Context: an optimization exercise on an open-source flow, tuned for small area, a short achievable clock period and few clock cycles per item. The choices shown serve that exercise and are no tape-out recipe. The RTL was checked by simulation tests, not by an equivalence proof against the original design. No activity file was given, so power comes from the tool's default toggle rates.

==> inputs of run R <==
Design mc_mem_responder, start of the top module:
module mc_mem_responder #(
  parameter int unsigned ADDR_WIDTH = 6,
  parameter int unsigned LATENCY    = 2
) (
  input  logic        clk,
  input  logic        reset,
  input  logic        req,
  input  logic        we,
  input  logic [31:0] addr,
  input  logic [31:0] wdata,
  output logic [31:0] rdata,
  output logic        ack,
  output logic        err,
  output logic        busy
);
==> module mc_mem_nand3, before the edit <==
module mc_mem_nand3 (
  input  logic [2:0] a,
  output logic       y
);
  assign y = !(&a);
endmodule
==> module mc_mem_inv, before the edit <==
module mc_mem_inv (
  input  logic a,
  output logic y
);
  assign y = !a;
endmodule
==> module mc_mem_dec, before the edit <==
module mc_mem_dec (
  input  logic [5:0]  idx,
  output logic [63:0] dec
);
  logic [5:0] idx_n;
  logic [7:0] lo_n, hi_n;
  for (genvar i = 0; i < 6; i++) begin : g_inv
    mc_mem_inv u (.a(idx[i]), .y(idx_n[i]));
  end
  for (genvar v = 0; v < 8; v++) begin : g_pre
    mc_mem_nand3 u_lo (
      .a({v[2] ? idx[2] : idx_n[2], v[1] ? idx[1] : idx_n[1], v[0] ? idx[0] : idx_n[0]}),
      .y(lo_n[v])
    );
    mc_mem_nand3 u_hi (
      .a({v[2] ? idx[5] : idx_n[5], v[1] ? idx[4] : idx_n[4], v[0] ? idx[3] : idx_n[3]}),
      .y(hi_n[v])
    );
  end
  for (genvar r = 0; r < 64; r++) begin : g_dec
    mc_mem_nor2 u (.a({hi_n[r/8], lo_n[r%8]}), .y(dec[r]));
  end
endmodule
==> module mc_mem_responder, before the edit <==
module mc_mem_responder #(
  parameter int unsigned ADDR_WIDTH = 6,
  parameter int unsigned LATENCY    = 2
) (
  input  logic        clk,
  input  logic        reset,
  input  logic        req,
  input  logic        we,
  input  logic [31:0] addr,
  input  logic [31:0] wdata,
  output logic [31:0] rdata,
  output logic        ack,
  output logic        err,
  output logic        busy
);
  localparam int WORDS = 2**ADDR_WIDTH;
  logic [31:0]           mem [WORDS];
  logic [ADDR_WIDTH-1:0] idx;
  logic                  misal;
  logic                  wr;
  logic [WORDS-1:0]      dec;
  logic unused_addr_hi;
  assign unused_addr_hi = ^addr[31:ADDR_WIDTH+2];
  assign idx   = addr[ADDR_WIDTH+1:2];
  assign misal = |addr[1:0];
  assign wr    = reset && req && we && !misal;
  assign ack   = req && reset;
  assign busy  = req && reset;
  assign err   = misal;
  mc_mem_dec u_dec (
    .idx(idx),
    .dec(dec)
  );
  for (genvar b = 0; b < 32; b++) begin : g_rd
    logic [WORDS-1:0] col;
    for (genvar r = 0; r < WORDS; r++) begin : g_col
      assign col[r] = mem[r][b];
    end
    mc_mem_rdbit u_rd (
      .sel(dec),
      .d  (col),
      .y  (rdata[b])
    );
  end
  for (genvar r = 0; r < WORDS; r++) begin : g_word
    logic sel;
    assign sel = wr && dec[r];
    for (genvar b = 0; b < 32; b++) begin : g_bit
      mc_mem_bit u_bit (
        .clk (clk),
        .sel (sel),
        .keep(!sel),
        .d   (wdata[b]),
        .q   (mem[r][b])
      );
    end
  end
endmodule
clock: 5.0 ns
lec_check: 0
cap_margin: 0
core_margin: 2
core_utilization: 55
cts_buf_list: sky130_fd_sc_hd__clkbuf_4 sky130_fd_sc_hd__clkbuf_8
cts_cluster_size: 24
setup_slack_margin: 1.0
slew_margin: 0
synth_hierarchical: 1
synth_minimum_keep_size: 0
run.sh (not shown) runs the stock make flow with config.mk's settings and CLKGATE_MAP_FILE= SYNTH_SCRIPT=/design/flow/synth_recipe.tcl, a recipe that flattens the netlist after the stock synthesis.
==> run A (differences from run R) <==
--- a/flow/design.v
+++ b/flow/design.v
@@ -27,39 +27,4 @@
 );
   assign y = !(&a);
-endmodule
-module mc_mem_nand3 (
-  input  logic [2:0] a,
-  output logic       y
-);
-  assign y = !(&a);
-endmodule
-module mc_mem_inv (
-  input  logic a,
-  output logic y
-);
-  assign y = !a;
-endmodule
-module mc_mem_dec (
-  input  logic [5:0]  idx,
-  output logic [63:0] dec
-);
-  logic [5:0] idx_n;
-  logic [7:0] lo_n, hi_n;
-  for (genvar i = 0; i < 6; i++) begin : g_inv
-    mc_mem_inv u (.a(idx[i]), .y(idx_n[i]));
-  end
-  for (genvar v = 0; v < 8; v++) begin : g_pre
-    mc_mem_nand3 u_lo (
-      .a({v[2] ? idx[2] : idx_n[2], v[1] ? idx[1] : idx_n[1], v[0] ? idx[0] : idx_n[0]}),
-      .y(lo_n[v])
-    );
-    mc_mem_nand3 u_hi (
-      .a({v[2] ? idx[5] : idx_n[5], v[1] ? idx[4] : idx_n[4], v[0] ? idx[3] : idx_n[3]}),
-      .y(hi_n[v])
-    );
-  end
-  for (genvar r = 0; r < 64; r++) begin : g_dec
-    mc_mem_nor2 u (.a({hi_n[r/8], lo_n[r%8]}), .y(dec[r]));
-  end
 endmodule
 module mc_mem_rdbit (
@@ -107,8 +72,7 @@
   assign busy  = req && reset;
   assign err   = misal;
-  mc_mem_dec u_dec (
-    .idx(idx),
-    .dec(dec)
-  );
+  always_comb
+    for (int r = 0; r < WORDS; r++)
+      dec[r] = (idx == ADDR_WIDTH'(r));
   for (genvar b = 0; b < 32; b++) begin : g_rd
     logic [WORDS-1:0] col;
- CAP_MARGIN: 0 -> 20
- CORE_UTILIZATION: 55 -> 40
- CTS_BUF_LIST: sky130_fd_sc_hd__clkbuf_4 sky130_fd_sc_hd__clkbuf_8 -> unset
- CTS_CLUSTER_SIZE: 24 -> unset
- SETUP_SLACK_MARGIN: 1.0 -> unset
- SLEW_MARGIN: 0 -> 20
==> run K (differences from run R) <==
--- a/flow/design.v
+++ b/flow/design.v
@@ -27,39 +27,4 @@
 );
   assign y = !(&a);
-endmodule
-module mc_mem_nand3 (
-  input  logic [2:0] a,
-  output logic       y
-);
-  assign y = !(&a);
-endmodule
-module mc_mem_inv (
-  input  logic a,
-  output logic y
-);
-  assign y = !a;
-endmodule
-module mc_mem_dec (
-  input  logic [5:0]  idx,
-  output logic [63:0] dec
-);
-  logic [5:0] idx_n;
-  logic [7:0] lo_n, hi_n;
-  for (genvar i = 0; i < 6; i++) begin : g_inv
-    mc_mem_inv u (.a(idx[i]), .y(idx_n[i]));
-  end
-  for (genvar v = 0; v < 8; v++) begin : g_pre
-    mc_mem_nand3 u_lo (
-      .a({v[2] ? idx[2] : idx_n[2], v[1] ? idx[1] : idx_n[1], v[0] ? idx[0] : idx_n[0]}),
-      .y(lo_n[v])
-    );
-    mc_mem_nand3 u_hi (
-      .a({v[2] ? idx[5] : idx_n[5], v[1] ? idx[4] : idx_n[4], v[0] ? idx[3] : idx_n[3]}),
-      .y(hi_n[v])
-    );
-  end
-  for (genvar r = 0; r < 64; r++) begin : g_dec
-    mc_mem_nor2 u (.a({hi_n[r/8], lo_n[r%8]}), .y(dec[r]));
-  end
 endmodule
 module mc_mem_rdbit (
@@ -107,8 +72,7 @@
   assign busy  = req && reset;
   assign err   = misal;
-  mc_mem_dec u_dec (
-    .idx(idx),
-    .dec(dec)
-  );
+  always_comb
+    for (int r = 0; r < WORDS; r++)
+      dec[r] = (idx == ADDR_WIDTH'(r));
   for (genvar b = 0; b < 32; b++) begin : g_rd
     logic [WORDS-1:0] col;
- CAP_MARGIN: 0 -> 20
- CORE_UTILIZATION: 55 -> 65
- CTS_BUF_LIST: sky130_fd_sc_hd__clkbuf_4 sky130_fd_sc_hd__clkbuf_8 -> unset
- CTS_CLUSTER_SIZE: 24 -> unset
- SLEW_MARGIN: 0 -> 20
==> flow_summary.html <==
<table>
<tr><th>Metric</th><th>Value</th></tr>
<tr><th colspan="2">Place</th></tr>
<tr><td>Post-placement setup slack</td><td>-0.974 ns</td></tr>
<tr><th colspan="2">Floorplan</th></tr>
<tr><td>Tapcell count</td><td>1403</td></tr>
<tr><th colspan="2">Cells and area</th></tr>
<tr><td># diodes</td><td>8</td></tr>
<tr><th colspan="2">Power</th></tr>
<tr><td>Switch share</td><td>between 20% and 30%</td></tr>
<tr><td>P_int</td><td>0.0262 W</td></tr>
<tr><th colspan="2">Outcome</th></tr>
<tr><td>Result of the run</td><td>no timing/DRC/antenna violations</td></tr>
<tr><th colspan="2">Min path</th></tr>
<tr><td>Cell count of the worst hold path</td><td>1</td></tr>
<tr><th colspan="2">Global route</th></tr>
<tr><td>Wire length of the first global-routing pass</td><td>392000 um</td></tr>
<tr><th colspan="2">Setup path</th></tr>
<tr><td>End of the critical path</td><td>rdata[7]</td></tr>
<tr><td>Worst-path fanout max</td><td>18</td></tr>
<tr><th colspan="2">Timing</th></tr>
<tr><td>Post-route setup slack</td><td>0.208 ns</td></tr>
</table>
[end of results for run K]
==> flow_summary.html <==
<table>
<tr><th>Metric</th><th>Value</th></tr>
<tr><th colspan="2">Timing</th></tr>
<tr><td>Final Slew Violations</td><td>41</td></tr>
<tr><td>Headroom to the max-slew limit</td><td>-1.10%</td></tr>
<tr><td>Post-route setup slack</td><td>0.796 ns</td></tr>
<tr><th colspan="2">Outcome</th></tr>
<tr><td>Violated checks</td><td>max-slew violations</td></tr>
<tr><td>Result of the run</td><td>finished with violations</td></tr>
<tr><th colspan="2">Cells and area</th></tr>
<tr><td>Fillcell total</td><td>9496</td></tr>
<tr><td># diodes</td><td>4</td></tr>
<tr><th colspan="2">Floorplan</th></tr>
<tr><td>Tapcell count</td><td>between 1500 and 2000</td></tr>
<tr><th colspan="2">Clock tree</th></tr>
<tr><td>Root Buffer Master</td><td>clkbuf_8</td></tr>
<tr><td>Depth of the CTS H-tree</td><td>5</td></tr>
<tr><td>Post-CTS Resized</td><td>around 470</td></tr>
<tr><th colspan="2">Place</th></tr>
<tr><td>Post-placement setup slack</td><td>-0.379 ns</td></tr>
<tr><th colspan="2">Setup path</th></tr>
<tr><td>End of the critical path</td><td>rdata[30]</td></tr>
<tr><td>Worst-path fanout max</td><td>6</td></tr>
<tr><th colspan="2">Power</th></tr>
<tr><td>Switch share</td><td>22.7%</td></tr>
<tr><th colspan="2">Min path</th></tr>
<tr><td>Cell count of the worst hold path</td><td>2</td></tr>
<tr><th colspan="2">Synth</th></tr>
<tr><td>Gate count after technology mapping</td><td>5782</td></tr>
<tr><th colspan="2">Global route</th></tr>
<tr><td>Wire length of the first global-routing pass</td><td>391000 um</td></tr>
</table>
[end of results for run R]
==> flow_summary.html <==
<table>
<tr><th>Metric</th><th>Value</th></tr>
<tr><th colspan="2">Cells and area</th></tr>
<tr><td>Non-clock inverter count</td><td>0</td></tr>
<tr><th colspan="2">Outcome</th></tr>
<tr><td>Violated checks</td><td>negative setup slack</td></tr>
<tr><td>Result of the run</td><td>finished with violations</td></tr>
<tr><th colspan="2">Place</th></tr>
<tr><td>Post-placement setup slack</td><td>-0.511 ns</td></tr>
<tr><th colspan="2">Timing</th></tr>
<tr><td>Setup total negative slack</td><td>-0.00963 ns</td></tr>
<tr><td>Post-route setup slack</td><td>-0.00963 ns</td></tr>
<tr><td>RSZ-0062 raised after global routing</td><td>yes</td></tr>
<tr><td>Endpoints failing setup</td><td>1</td></tr>
<tr><td>Final min period</td><td>5.01 ns</td></tr>
<tr><th colspan="2">Global route</th></tr>
<tr><td>Number of global-route vias before repair</td><td>59200</td></tr>
<tr><td>Global routing usage on met1</td><td>36.9%</td></tr>
<tr><td>Wire length of the first global-routing pass</td><td>388000 um</td></tr>
<tr><th colspan="2">Power</th></tr>
<tr><td>Switch share</td><td>22.0%</td></tr>
<tr><td>P_int</td><td>0.0263 W</td></tr>
<tr><th colspan="2">Setup path</th></tr>
<tr><td>End of the critical path</td><td>rdata[1]</td></tr>
<tr><th colspan="2">Min path</th></tr>
<tr><td>Cell count of the worst hold path</td><td>1</td></tr>
<tr><th colspan="2">Floorplan</th></tr>
<tr><td>Tapcell count</td><td>between 2000 and 2500</td></tr>
</table>
[end of results for run A]
Testbench counts of run R, summed over its fixed seeds: cycles 8,192, accesses 8,192.
Testbench counts of run A, summed over its fixed seeds: cycles 8,192, accesses 8,192.
Testbench counts of run K, summed over its fixed seeds: cycles 8,192, accesses 8,192.

==> port drivers added, routing unchanged <==
The results above use ideal ports. As a check the final layouts listed here were re-extracted and re-timed, cells and wires unchanged. Step 1 sets driving cells, clkbuf_16 on the clock port and buf_2 on the other inputs (assumed; they add their load-dependent delay and slew). Step 2 adds t to the input delays and takes it off the output delays; t is the mean of the earliest and latest rising clock arrival at the registers after step 1. Input paths then give back, and output paths get back, about the clock's delay inside the block. Three values: no drivers, after step 1, after step 2; two values: the first two.
run | shift t [ns] | setup WS [ns] | worst hold slack (ns) | clock arrival spread, ns
run R | 1.086 | 0.796 / 0.739 / 0.739 | 0.423 / 0.356 / 0.471 | 0.050 / 0.049
run A | 0.888 | -0.010 / -0.032 / -0.032 | 0.471 / 0.471 / 0.471 | 0.036 / 0.036
run K | 0.871 | 0.208 / 0.173 / 0.173 | 0.471 / 0.471 / 0.471 | 0.027 / 0.027
The setup slack of run R, which loses most, moves by -0.057 ns with the drivers and by -0.057 ns with both steps.
